This design comes from an exercise in tuning for small area on the open sky130 flow, not from production work. The RTL was checked by simulation tests, not by an equivalence proof against the original design. No activity file was given, so power comes from the tool's default toggle rates.

==> flow/constraint.sdc <==
create_clock -name core_clock -period 5.0 [get_ports {adc_clk}]
set_input_delay 1.0000 -clock core_clock [delete_from_list [all_inputs] [get_ports {adc_clk}]]
set_output_delay 1.0000 -clock core_clock [all_outputs]
set_load 0.01 [all_outputs]
==> flow/flow/area.abc <==
strash
&get -n
&dch
&nf -R 1000
&put
strash
&get -n
&dch
&nf -R 1000
&put
topo
==> flow/flow/run.sh <==
#!/bin/bash
# Synthesis: the standard flow's synthesis script, except that ABC maps the logic with the area
# script flow/area.abc (registers, their names and cell types are as in the standard
# synthesis). Layout: the standard ORFS flow with buf_1 port buffers, no large signal
# buffers for the resizer, and a clock tree of clkbuf_8 over 18-sink clusters without
# dummy loads.
set -euo pipefail
cd "$(dirname "$0")/.."
W=$PWD
{
  head -n 1 synth_recipe.tcl
  cat <<'TCL'
proc abc {args} {
  set i [lsearch -exact $args -script]
  if {$i >= 0} { set args [lreplace $args [expr {$i + 1}] [expr {$i + 1}] $::env(MY_ABC_SCRIPT)] }
  yosys abc {*}$args
}
TCL
  tail -n +2 synth_recipe.tcl
} > my_synth.tcl
MY_ABC_SCRIPT=$W/flow/area.abc bash standard.sh "SYNTH_SCRIPT=$W/my_synth.tcl" synth > flow_synth.log 2>&1
MY_ABC_SCRIPT=$W/flow/area.abc bash standard.sh "SYNTH_SCRIPT=$W/my_synth.tcl" \
  "DONT_USE_CELLS=sky130_fd_sc_hd__probe_p_8 sky130_fd_sc_hd__probec_p_8 sky130_fd_sc_hd__lpflow_bleeder_1 sky130_fd_sc_hd__lpflow_clkbufkapwr_1 sky130_fd_sc_hd__lpflow_clkbufkapwr_16 sky130_fd_sc_hd__lpflow_clkbufkapwr_2 sky130_fd_sc_hd__lpflow_clkbufkapwr_4 sky130_fd_sc_hd__lpflow_clkbufkapwr_8 sky130_fd_sc_hd__lpflow_clkinvkapwr_1 sky130_fd_sc_hd__lpflow_clkinvkapwr_16 sky130_fd_sc_hd__lpflow_clkinvkapwr_2 sky130_fd_sc_hd__lpflow_clkinvkapwr_4 sky130_fd_sc_hd__lpflow_clkinvkapwr_8 sky130_fd_sc_hd__lpflow_decapkapwr_12 sky130_fd_sc_hd__lpflow_decapkapwr_3 sky130_fd_sc_hd__lpflow_decapkapwr_4 sky130_fd_sc_hd__lpflow_decapkapwr_6 sky130_fd_sc_hd__lpflow_decapkapwr_8 sky130_fd_sc_hd__lpflow_inputiso0n_1 sky130_fd_sc_hd__lpflow_inputiso0p_1 sky130_fd_sc_hd__lpflow_inputiso1n_1 sky130_fd_sc_hd__lpflow_inputiso1p_1 sky130_fd_sc_hd__lpflow_inputisolatch_1 sky130_fd_sc_hd__lpflow_isobufsrc_1 sky130_fd_sc_hd__lpflow_isobufsrc_16 sky130_fd_sc_hd__lpflow_isobufsrc_2 sky130_fd_sc_hd__lpflow_isobufsrc_4 sky130_fd_sc_hd__lpflow_isobufsrc_8 sky130_fd_sc_hd__lpflow_isobufsrckapwr_16 sky130_fd_sc_hd__lpflow_lsbuf_lh_hl_isowell_tap_1 sky130_fd_sc_hd__lpflow_lsbuf_lh_hl_isowell_tap_2 sky130_fd_sc_hd__lpflow_lsbuf_lh_hl_isowell_tap_4 sky130_fd_sc_hd__lpflow_lsbuf_lh_isowell_4 sky130_fd_sc_hd__lpflow_lsbuf_lh_isowell_tap_1 sky130_fd_sc_hd__lpflow_lsbuf_lh_isowell_tap_2 sky130_fd_sc_hd__lpflow_lsbuf_lh_isowell_tap_4  sky130_fd_sc_hd__buf_8 sky130_fd_sc_hd__buf_12 sky130_fd_sc_hd__buf_16" \
  "BUFFER_PORTS_ARGS=-buffer_cell sky130_fd_sc_hd__buf_1" \
  "CTS_ARGS=-sink_clustering_enable -repair_clock_nets -sink_clustering_size 18 -sink_clustering_max_diameter 55 -dont_use_dummy_load -buf_list sky130_fd_sc_hd__clkbuf_8" \
  finish > flow_layout.log 2>&1
==> flow/design.v <==
`default_nettype none
package adc_cfg_pkg;
  localparam int SAMPLE_W          = 8;   
  localparam int NUM_CH            = 4;   
  localparam int SAMPLES_PER_FRAME = 4;   
  localparam int SLOT_W            = 2;   
  localparam int FIFO_DEPTH = 8;                     
  localparam int FIFO_AW    = $clog2(FIFO_DEPTH);    
  localparam int FIFO_CNT_W = FIFO_AW + 1;           
  localparam bit EXTRA_REG = 1'b1;
endpackage
`default_nettype wire
`default_nettype none
package adc_frame_pkg;
  localparam int FRM_SAMPLE_W = 8;
  localparam int FRM_SAMPLES  = 4;
  typedef logic [FRM_SAMPLE_W-1:0] sample_t;
  typedef struct packed {
    sample_t di_d;
    sample_t di;
    sample_t dq_d;
    sample_t dq;
  } lane_word_t;
  typedef logic [FRM_SAMPLES-1:0][FRM_SAMPLE_W-1:0] channel_frame_t;
  typedef struct packed {
    channel_frame_t di_d;
    channel_frame_t di;
    channel_frame_t dq_d;
    channel_frame_t dq;
  } sample_frame_t;
  typedef struct packed {
    logic [FRM_SAMPLES-1:0] sync;         
    logic [1:0]                   outofrange;   
  } frame_status_t;
  typedef struct packed {
    frame_status_t status;
    sample_frame_t samples;
  } adc_frame_t;
endpackage
`default_nettype wire
`timescale 1ns/1ps
`default_nettype none
module adc_capture_top (
  input  logic         adc_clk,
  input  logic         dcm_reset,
  input  logic [31:0]  lane,
  input  logic         sync,
  input  logic         overrange,
  input  logic         out_ready,
  output logic [133:0] out_frame,
  output logic         out_valid,
  output logic         overflow
);
  localparam int NR = 7;   
  logic [1:0] slot;         
  logic       frame_done;   
  logic       wr_valid;     
  always_ff @(posedge adc_clk) begin
    if (dcm_reset) begin
      slot       <= '0;
      frame_done <= 1'b0;
      wr_valid   <= 1'b0;
    end else begin
      slot       <= slot + 1'b1;
      frame_done <= (slot == 2'd3);
      wr_valid   <= frame_done;
    end
  end
  logic [3:0] count;       
  logic       full;
  logic       pop;
  logic       commit;      
  logic       store;       
  logic       load;        
  assign full   = count[3];
  assign pop    = out_valid & out_ready;
  assign commit = frame_done & ~(full & ~pop);
  assign store  = wr_valid & ~full;
  assign load   = (count > {3'b000, out_valid}) & (~out_valid | pop);
  always_ff @(posedge adc_clk) begin
    if (dcm_reset) begin
      count     <= '0;
      out_valid <= 1'b0;
      overflow  <= 1'b0;
    end else begin
      count <= count + {3'b000, store} - {3'b000, pop};
      if (load) begin
        out_valid <= 1'b1;
      end else if (pop) begin
        out_valid <= 1'b0;
      end
      if (wr_valid & full) begin
        overflow <= 1'b1;
      end
    end
  end
  logic [33:0]               lw;        
  logic [NR-1:0][3:0][33:0]  ring;
  logic [NR-1:0]             g;         
  logic [NR-1:0]             rd;        
  logic [NR-1:0]             g_ins;     
  logic [NR-1:0]             g_keep;    
  logic                      ring_has;  
  logic                      fetch;     
  logic [3:0][33:0]          next_q;    
  logic                      next_v;
  assign lw = {sync, overrange, lane};
  assign g_ins    = commit ? {g[NR-2:0], g[NR-1]} : g;
  always_comb begin
    for (int r = 0; r < NR; r++) begin
      g_keep[r] = |(g_ins & ~(NR'(1) << r));
    end
  end
  assign ring_has = (rd != g);
  assign fetch    = ring_has & (~next_v | load);
  always_ff @(posedge adc_clk) begin
    for (int r = 0; r < NR; r++) begin
      ring[r][0] <= ({34{g_ins[r]}} & lw) | ({34{g_keep[r]}} & ring[r][3]);
      ring[r][1] <= ring[r][0];
      ring[r][2] <= ring[r][1];
      ring[r][3] <= ring[r][2];
    end
  end
  logic [3:0][33:0] next_d;
  always_comb begin
    for (int j = 0; j < 4; j++) begin
      next_d[j] = {34{~fetch}} & next_q[(j + 3) % 4];
      for (int r = 0; r < NR; r++) begin
        next_d[j] = next_d[j] | ({34{fetch & rd[r]}} & ring[r][(j + 3) % 4]);
      end
    end
  end
  always_ff @(posedge adc_clk) begin
    next_q <= next_d;
  end
  always_ff @(posedge adc_clk) begin
    if (dcm_reset) begin
      g      <= {{(NR-1){1'b0}}, 1'b1};
      rd     <= {{(NR-1){1'b0}}, 1'b1};
      next_v <= 1'b0;
    end else begin
      if (commit) begin
        g <= {g[NR-2:0], g[NR-1]};
      end
      if (fetch) begin
        rd <= {rd[NR-2:0], rd[NR-1]};
      end
      next_v <= fetch | (next_v & ~load);
    end
  end
  logic [3:0]       ph;         
  logic [3:0][33:0] w;          
  logic [133:0]     frame_d;
  always_comb begin
    for (int c = 0; c < 4; c++) begin
      ph[c] = (slot == 2'(c));
    end
    for (int k = 0; k < 4; k++) begin
      w[k] = '0;
      for (int c = 0; c < 4; c++) begin
        w[k] = w[k] | ({34{ph[c]}} & next_q[(c + 7 - k) % 4]);
      end
    end
  end
  assign frame_d = {w[3][33], w[2][33], w[1][33], w[0][33],
                    w[3][32] | w[2][32], w[1][32] | w[0][32],
                    w[3][31:24], w[2][31:24], w[1][31:24], w[0][31:24],
                    w[3][23:16], w[2][23:16], w[1][23:16], w[0][23:16],
                    w[3][15:8],  w[2][15:8],  w[1][15:8],  w[0][15:8],
                    w[3][7:0],   w[2][7:0],   w[1][7:0],   w[0][7:0]};
  always_ff @(posedge adc_clk) begin
    out_frame <= ({134{load}} & frame_d) | ({134{out_valid & ~pop}} & out_frame);
  end
endmodule
`default_nettype wire
==> flow/config.mk <==
export PLATFORM = sky130hd
export DESIGN_NAME = adc_capture_top
export DESIGN_NICKNAME = adc_capture_top
export VERILOG_FILES = /design/flow/design.v
export SDC_FILE = /design/flow/constraint.sdc
export NUM_CORES = 4
export LEC_CHECK = 0
export CAP_MARGIN = 20
export CORE_MARGIN = 2
export CORE_UTILIZATION = 50
export PLACE_DENSITY = 0.7
export SLEW_MARGIN = 20
==> flow/standard.sh <==
#!/bin/bash
# synth_recipe.tcl (not shown) runs the flow's synth.tcl, then flattens the netlist and writes it again
# the make line also repeats each setting of config.mk as NAME=value (left out here)
make -C /OpenROAD-flow-scripts/flow DESIGN_CONFIG=/design/flow/config.mk WORK_HOME=/design/flow/orfs CLKGATE_MAP_FILE= SYNTH_SCRIPT=/design/flow/synth_recipe.tcl "${@:-finish}"
==> results of run 1 <==
state kept, by name, indices dropped and copies added, names as in the netlist:
register and cells:
count 4, frame_done 1, g 7, next_q 136
next_v 1, out_frame 134, out_valid 1, overflow 1
rd 7, ring 952, slot 2, wr_valid 1
metrics by stage:
step	cell area, um^2	util, %
floorplan	35800	-
CTS	39400	55.4
global placement	38200	53.7
finish	39400	55.4
detailed placement	38200	53.7
global route	39400	55.4
power groups by stage:
stage | Combinational [mW] | Sequential, mW | Clock [mW]
2_1_floorplan | 3.01 | 12.7 | 0
3_3_place_gp | 4.71 | 12.9 | 0
3_5_place_dp | 4.87 | 13.0 | 0
4_1_cts | 4.89 | 12.7 | 4.52
5_1_grt | 5.38 | 12.9 | 4.89
6_report | 4.91 | 12.8 | 4.45
cell usage after synthesis, types with 2 or more instances:
library cell  number  share of area (%)
xnor2_1            5               0.12
a21boi_0         132                2.8
nand4_1            3              0.053
nor4_1             3              0.053
nand3b_1           2              0.042
o21ai_0          142                2.0
nand3_1          136                1.9
clkinv_1          17               0.18
xor2_1             4              0.098
nor2_1            24               0.25
ha_1              11               0.39
nand2_1          141                1.5
a22oi_1          136                2.9
a21oi_1           12               0.17
mux2_1             7               0.22
nor2b_1           11               0.19
dfxtp_1         1247                 70
nand2b_1           2              0.035
a222oi_1         404                 11
a22o_1           240                5.9
worst max-delay path, stage by stage (launching register included):
cell	delay, ns
dfxtp_1	0.42
ha_1	0.27
o21ai_0	0.15
a21oi_1	0.12
nand2b_4	0.35
nand2_1	0.24
nand2b_4	0.33
nor2_4	0.88
buf_2	0.60
a222oi_1	0.19
nand3_1	0.17
worst min path at each step:
stage	end	slack [ns]	depth (start not counted)
detailed placement	ring[602]$_DFF_P_	0.34	0
floorplan	ring[578]$_DFF_P_	0.33	0
global placement	ring[111]$_DFF_P_	0.33	0
CTS	ring[592]$_DFF_P_	0.30	0
global route	ring[232]$_DFF_P_	0.30	0
finish	ring[232]$_DFF_P_	0.30	0
routing by layer:
layer	vias to the layer above	GRT usage, %	wire [um]
met5	-	0	27
met4	4	7.81	1940
met3	144	4.57	8420
met2	1262	39.5	44000
met1	12900	34.1	40500
li1	11700	-	-
area by class of cell:
class / count / area [um^2]
Fill cell: 5931 / 31700
Sequential cell: 1247 / 25000
Multi-Input combinational cell: 1420 / 10800
Tap cell: 950 / 1190
Clock buffer: 86 / 1180
Timing Repair Buffer: 267 / 1130
Inverter: 17 / 63.8
Antenna cell: 4 / 10.0
cells by family (layout without fill, tap and decap cells):
| group | Yosys count | after routing |
|---|---|---|
| AND/OR/NAND/NOR | 324 | 324 |
| other | 0 | 4 |
| buffers and inverters | 17 | 370 |
| XOR/XNOR | 9 | 9 |
| multiplexers | 7 | 7 |
| adder cells (fa/ha/maj) | 12 | 12 |
| AO/OA/AOI/OAI | 1068 | 1068 |
| flip-flops | 1247 | 1247 |
==> metrics.cfg, run 1 <==
[min_path]
hold_path.class = flip-flop to flip-flop
min-delay-start = ring[198]$_DFF_P_

[clock_tree]
worst_skew_pair.late_latency_ns = 0.71
cts_sinks = 1247
cts_buffers = 86
cts_root_buf = clkbuf_8
hold_buffers = 0
postCtsSetupBuffers = 0
cts_resized = 0
cts_tree = built
htreeDepth = 3
clock_path_buffers = 3
clkSlewWorstSetupHoldPaths_ns = 0.10

[placed_design]
place_hpwl_um = 61600
gp_congestion = 0.854
place_ws_ns = 0.913
placedCellCount = 3901
port-buffer-count = 172

[grt]
grtUsageTotal_pct = 24.7
antenna_found_initial = 7
overflow = 0
grt_max_degree = 66
grt_pass1_vias = 25300
grt_pass1_wl_um = 145000

[setup_path]
cp-end-kind = flip-flop
worstPathMaxFanout = 42
cp.required_ns = 5.63
crit_end = next_q[19]$_DFF_P_
path_class = flip-flop to flip-flop
critPathArrivalTime_ns = 4.46
regToRegStartpoint = out_valid$_SDFFE_PP0P_
reg2reg_to = next_q[19]$_DFF_P_
rr_worst_depth = 10
startpoint_type = flip-flop
reg2reg_slack_ns = 1.17
crit_path_start = out_valid$_SDFFE_PP0P_

[sta]
drv_slew = 0
finalSetupViolations = 0
finalCritPeriodShare_pct = 76.6
worstMarginPinSlew_ns = 1.05
rsz0062_at_grt = no
finalHoldViolCount = 0
fin_crit_ns = 3.83
fin_skew_ns = 0.0765
max_slew_margin_pct = 30.2
max_freq_mhz = 261
tns_ns = 0
fin_ws_ns = 1.17
timing.hold.ws_ns = 0.303

[drt]
vias_per_cell = 6.52
routedWlPerCell_um = 23.8
num_vias = 26000
drc = 0
drt_wl_total_um = 95000
drt-initial-drc-count = 4136
first_pass_iters = 15
drtAntennaViolNets = 0

[floorplanning]
coreArea_mm2 = 0.0711
rows = 98
die_h_um = 271
initial_core_util_pct = 50.2
die_w_um = 271
dieArea_mm2 = 0.0736
io_pins = 173

[power]
power_mw = 22.2
p_clk_share_pct = 20.1
leakage_nw = 14.5
power_frac_comb_pct = 22.2
p_per_area_mw_per_mm2 = 563
seq_power_share_pct = 57.7
power.switching_mw = 7.22
irDropWorstVdd_v = 0.000301
p_sw_share_pct = 32.6
p_int_mw = 14.9

[logic_synthesis]
synthArstFlopShare_pct = 0
synth_xor_area_share_pct = 0.221
syn_area_per_cell_um2 = 13.3
yosysUniqueCellTypes = 25
yosysSeqAreaShare_pct = 69.9
synth_top_family_by_area = compound AO/OA/AOI/OAI gates
muxShareOfSynthArea_pct = 0.221
synth_warnings = 1
ys_ff_latch = 1247
synth_edf_count = 0
synth_cells = 2684
synthAdderAreaFrac_pct = 0.441
syn-num-nets = 2733
synth_flop_cell = dfxtp_1
synth_compound_area_share_pct = 25.0
yosys.area_share.simple_pct = 4.04
syn_area_mm2 = 0.0357

[status]
outcome = complete, no violations

[cells_and_area]
mostFrequentLayoutCells = dfxtp_1 (1247), a222oi_1 (404), a22o_1 (240)
layout_commonest_cell = dfxtp_1
final_nets = 3088
syn_to_final_growth_pct = 10.2
fin_cells = 3991
drive_above_1_share_pct = 6.82

[run]
max_cap_viol_count = 0

==> inputs of run 2 (changes only) <==
--- a/flow/flow/run.sh
+++ b/flow/flow/run.sh
@@ -3,5 +3,5 @@
 # script flow/area.abc (registers, their names and cell types are as in the standard
 # synthesis). Layout: the standard ORFS flow with buf_1 port buffers, no large signal
-# buffers for the resizer, and a clock tree of clkbuf_8 over 18-sink clusters without
+# buffers for the resizer, and a clock tree of clkbuf_16 over 30-sink clusters without
 # dummy loads.
 set -euo pipefail
@@ -23,4 +23,4 @@
   "DONT_USE_CELLS=sky130_fd_sc_hd__probe_p_8 sky130_fd_sc_hd__probec_p_8 sky130_fd_sc_hd__lpflow_bleeder_1 sky130_fd_sc_hd__lpflow_clkbufkapwr_1 sky130_fd_sc_hd__lpflow_clkbufkapwr_16 sky130_fd_sc_hd__lpflow_clkbufkapwr_2 sky130_fd_sc_hd__lpflow_clkbufkapwr_4 sky130_fd_sc_hd__lpflow_clkbufkapwr_8 sky130_fd_sc_hd__lpflow_clkinvkapwr_1 sky130_fd_sc_hd__lpflow_clkinvkapwr_16 sky130_fd_sc_hd__lpflow_clkinvkapwr_2 sky130_fd_sc_hd__lpflow_clkinvkapwr_4 sky130_fd_sc_hd__lpflow_clkinvkapwr_8 sky130_fd_sc_hd__lpflow_decapkapwr_12 sky130_fd_sc_hd__lpflow_decapkapwr_3 sky130_fd_sc_hd__lpflow_decapkapwr_4 sky130_fd_sc_hd__lpflow_decapkapwr_6 sky130_fd_sc_hd__lpflow_decapkapwr_8 sky130_fd_sc_hd__lpflow_inputiso0n_1 sky130_fd_sc_hd__lpflow_inputiso0p_1 sky130_fd_sc_hd__lpflow_inputiso1n_1 sky130_fd_sc_hd__lpflow_inputiso1p_1 sky130_fd_sc_hd__lpflow_inputisolatch_1 sky130_fd_sc_hd__lpflow_isobufsrc_1 sky130_fd_sc_hd__lpflow_isobufsrc_16 sky130_fd_sc_hd__lpflow_isobufsrc_2 sky130_fd_sc_hd__lpflow_isobufsrc_4 sky130_fd_sc_hd__lpflow_isobufsrc_8 sky130_fd_sc_hd__lpflow_isobufsrckapwr_16 sky130_fd_sc_hd__lpflow_lsbuf_lh_hl_isowell_tap_1 sky130_fd_sc_hd__lpflow_lsbuf_lh_hl_isowell_tap_2 sky130_fd_sc_hd__lpflow_lsbuf_lh_hl_isowell_tap_4 sky130_fd_sc_hd__lpflow_lsbuf_lh_isowell_4 sky130_fd_sc_hd__lpflow_lsbuf_lh_isowell_tap_1 sky130_fd_sc_hd__lpflow_lsbuf_lh_isowell_tap_2 sky130_fd_sc_hd__lpflow_lsbuf_lh_isowell_tap_4  sky130_fd_sc_hd__buf_8 sky130_fd_sc_hd__buf_12 sky130_fd_sc_hd__buf_16" \
   "BUFFER_PORTS_ARGS=-buffer_cell sky130_fd_sc_hd__buf_1" \
-  "CTS_ARGS=-sink_clustering_enable -repair_clock_nets -sink_clustering_size 18 -sink_clustering_max_diameter 55 -dont_use_dummy_load -buf_list sky130_fd_sc_hd__clkbuf_8" \
+  "CTS_ARGS=-sink_clustering_enable -repair_clock_nets -sink_clustering_size 30 -sink_clustering_max_diameter 60 -dont_use_dummy_load -buf_list sky130_fd_sc_hd__clkbuf_16" \
   finish > flow_layout.log 2>&1
==> run 2 against run 1 <==
- area after synthesis unchanged
- clock skew is 0.019 ns lower
- sequential cell count unchanged
- utilization is 0.48 points higher
- sequential share of layout area fell by 0.54 points
- setup slack gained 0.10 ns
==> metrics.cfg, run 2 <==
[setup_path]
reg2reg_slack_ns = 1.27  ; +0.10 ns
crit_end = next_q[19]$_DFF_P_
rr_worst_depth = 11  ; +1
path_class = flip-flop to flip-flop
reg2reg_to = next_q[19]$_DFF_P_
startpoint_type = flip-flop
critPathArrivalTime_ns = 4.34  ; -0.12 ns
cp.required_ns = 5.61  ; -0.02 ns
cp-end-kind = flip-flop
crit_path_start = count[0]$_SDFF_PP0_
regToRegStartpoint = count[0]$_SDFF_PP0_
worstPathMaxFanout = 42  ; unchanged

[floorplanning]
io_pins = 173  ; unchanged
rows = 98  ; unchanged
initial_core_util_pct = 50.2  ; unchanged
die_h_um = 271  ; unchanged
die_w_um = 271  ; unchanged
dieArea_mm2 = 0.0736  ; unchanged
coreArea_mm2 = 0.0711  ; unchanged

[logic_synthesis]
synthTopCellsByCount = dfxtp_1 (1247), a222oi_1 (404), a22o_1 (240), o21ai_0 (142), nand2_1 (141)
synth.top_cell.area_share_pct = 69.9  ; unchanged
synth_cells = 2684  ; unchanged
synth_top_area_cell = dfxtp_1
synth_edf_count = 0  ; unchanged
syn_area_per_cell_um2 = 13.3  ; unchanged
synth_most_common_cell = dfxtp_1
synth.area.top_cells = dfxtp_1 (70%), a222oi_1 (11%), a22o_1 (5.9%)
ys_ff_latch = 1247  ; unchanged
synthArstFlopShare_pct = 0  ; unchanged
synth_flop_cell = dfxtp_1
syn-num-nets = 2733  ; unchanged
syn_area_mm2 = 0.0357  ; unchanged
yosysUniqueCellTypes = 25  ; unchanged
yosysSeqAreaShare_pct = 69.9  ; unchanged
synth_warnings = 1  ; unchanged

[drt]
drtAntennaViolNets = 0  ; unchanged
first_pass_iters = 12  ; -3
drt_wl_total_um = 94800  ; -0.19%
num_vias = 25900  ; -0.61%
routedWlPerCell_um = 23.9  ; +0.49%
drt-initial-drc-count = 4078  ; -1.4%
drc = 0  ; unchanged
vias_per_cell = 6.53  ; about the same

[cells_and_area]
syn_to_final_growth_pct = 11.1
utilization_pct = 55.8  ; +0.48 points
largest_reg_flops = 952  ; unchanged
reg_top3 = ring x952, next_q x136, out_frame x134
final_nets = 3063  ; -0.81%
regMostFlops = ring
mostFrequentLayoutCells = dfxtp_1 (1247), a222oi_1 (404), a22o_1 (240)
design_area_mm2 = 0.0397  ; +0.86%
layout_commonest_cell = dfxtp_1
drive_above_1_share_pct = 6.04  ; -0.77 points

[placed_design]
port-buffer-count = 172  ; unchanged
gp_congestion = 0.854  ; unchanged
placedInstanceArea_mm2 = 0.0382  ; unchanged
place_hpwl_um = 61600  ; unchanged

[power]
irDropWorstVdd_v = 0.000285  ; -5.5%
p_per_area_mw_per_mm2 = 574  ; +2.0%
power.switching_mw = 7.24  ; +0.28%
leakage_nw = 14.6  ; +0.92%
seq_power_share_pct = 56.1  ; -1.6 points
p_int_mw = 15.5  ; +4.1%
power_frac_comb_pct = 21.5  ; -0.7 points
p_sw_share_pct = 31.8  ; -0.82 points
p_clk_share_pct = 22.4  ; +2.3 points

[clock_tree]
clkSlewWorstSetupHoldPaths_ns = 0.11  ; about the same
cts_buffers = 61  ; -29%
cts_tree = built
cts_sinks = 1247  ; unchanged
cts_resized = 0  ; unchanged
clock_path_buffers = 3  ; unchanged
cts_root_buf = clkbuf_16
hold_buffers = 0  ; unchanged
worst_skew_pair.late_latency_ns = 0.66  ; -0.05 ns
htreeDepth = 2  ; -1
postCtsSetupBuffers = 0  ; unchanged

[grt]
antenna_found_initial = 6  ; -1
overflow = 0  ; unchanged
grtUsageTotal_pct = 24.6  ; -0.088 points
grt_max_degree = 66  ; unchanged
grt_pass1_wl_um = 145000  ; -0.12%
grt_pass1_vias = 25200  ; -0.51%

[run]
max_cap_viol_count = 0  ; unchanged

[sta]
fin_skew_ns = 0.0571  ; -0.0193 ns
worstMarginPinSlew_ns = 1.04  ; -0.00309 ns
drv_slew = 0  ; unchanged
rsz0062_at_grt = no
finalHoldViolCount = 0  ; unchanged
max_freq_mhz = 268  ; +2.7%
finalSetupViolations = 0  ; unchanged
finalCritPeriodShare_pct = 74.6  ; -2.0 points
max_slew_margin_pct = 30.4  ; +0.21 points
tns_ns = 0  ; unchanged
fin_crit_ns = 3.73  ; -0.0996 ns

[min_path]
hold_path.class = flip-flop to flip-flop

[status]
outcome = complete, no violations

-- run 2: cell types whose count changed in the layout (fill, tap and decap cells not counted), sizes merged --
cell,previous run,this run
clkbuf,86,61
diode,4,2
-- run 2: cells by family after synthesis --
| family | after synthesis | synth area share, % |
|---|---|---|
| fa+ha+maj | 12 | 0.441 |
| mux | 7 | 0.221 |
| flops | 1247 | 69.9 |
| simple gates | 324 | 4.04 |
| buf+inv | 17 | 0.179 |
| xor+xnor | 9 | 0.221 |
| compound gates | 1068 | 25.0 |
-- run 2: critical path, stage by stage, from the launching register on --
cell and delay, ns:
dfxtp_1 0.33, clkinv_1 0.06, ha_1 0.28, o21ai_0 0.15, a21oi_1 0.12, nand2b_4 0.35, nand2_1 0.24, nand2b_4 0.33
nor2_4 0.87, buf_2 0.60, a222oi_1 0.18, nand3_1 0.17
-- run 2: power by group through the flow --
stage | registers [mW] | logic (mW) | clock network [mW]
floorplan | 12.7 | 3.01 | 0
global placement | 12.9 | 4.71 | 0
detailed placement | 13.0 | 4.87 | 0
CTS | 12.7 | 4.89 | 5.17
global route | 13.0 | 5.39 | 5.52
finish | 12.8 | 4.91 | 5.10
-- run 2: through the flow --
stage | instances | worst slack (ns) | total power [mW] | hold slack [ns]
after floorplan | 2684 | 0.265 | 15.7 | 0.330
after global placement | 3901 | 1.06 | 17.6 | 0.332
after detailed placement | 3901 | 0.913 | 17.8 | 0.336
after CTS | 3962 | 1.33 | 22.8 | 0.293
after global routing | 3963 | 0.942 | 23.9 | 0.285
final | 3964 | 1.27 | 22.8 | 0.284
-- run 2: how the worst min path moves through the flow --
stage,startpoint,to,slack [ns],cells after the start
global route,ring[742]$_DFF_P_,ring[776]$_DFF_P_,0.28,0
global placement,ring[77]$_DFF_P_,ring[111]$_DFF_P_,0.33,0
finish,ring[742]$_DFF_P_,ring[776]$_DFF_P_,0.28,0
floorplan,ring[544]$_DFF_P_,ring[578]$_DFF_P_,0.33,0
CTS,ring[742]$_DFF_P_,ring[776]$_DFF_P_,0.29,0
detailed placement,ring[568]$_DFF_P_,ring[602]$_DFF_P_,0.34,0
-- run 2: layout make-up --
class / count / area, um^2
Antenna cell: 2 / 5.00
Inverter: 17 / 63.8
Clock buffer: 61 / 1530
Tap cell: 950 / 1190
Timing Repair Buffer: 267 / 1130
Fill cell: 5885 / 31400
Sequential cell: 1247 / 25000
Multi-Input combinational cell: 1420 / 10800
-- run 2: per-layer routing --
metal | wire length [um] | track usage [%] | vias to the layer above | part of all wire (%)
li1 | - | - | 11600 | -
met1 | 41000 | 34.1 | 12900 | 43
met2 | 43800 | 39.6 | 1181 | 46
met3 | 7740 | 4.39 | 160 | 8.2
met4 | 2220 | 7.16 | 6 | 2.3
met5 | 40 | 0 | - | 0.042

port drivers added, routing unchanged:
In the flow no input, the clock included, has a driving cell. The finished layouts below were timed again as built, in two steps.
Step 1: set_driving_cell puts a clkbuf_16 on adc_clk and a buf_2 on each other input, an assumption about the parent block.
Step 2 moves the port delays by t, midway between the first and last clock arrival at a register: inputs arrive t later, outputs are due t later. That takes back most of the time a late clock gives input paths.
Slacks: ideal / step 1 / step 2; pairs: ideal / step 1.
run | t (ns) | setup slack, ns | worst register clock-pin slew, ns | worst data-port slew with drivers (ns) | pins driven straight from the clock port
run 1 | 0.733 | 1.168 / 1.168 / 0.827 | 0.11 / 0.11 | 0.13 | 1
run 2 | 0.704 | 1.268 / 1.268 / 0.874 | 0.11 / 0.11 | 0.12 | 1
After both steps every run listed still meets setup and hold. The setup slack of run 2, which loses most, moves by 0.000 ns with the drivers and by -0.394 ns with both steps.
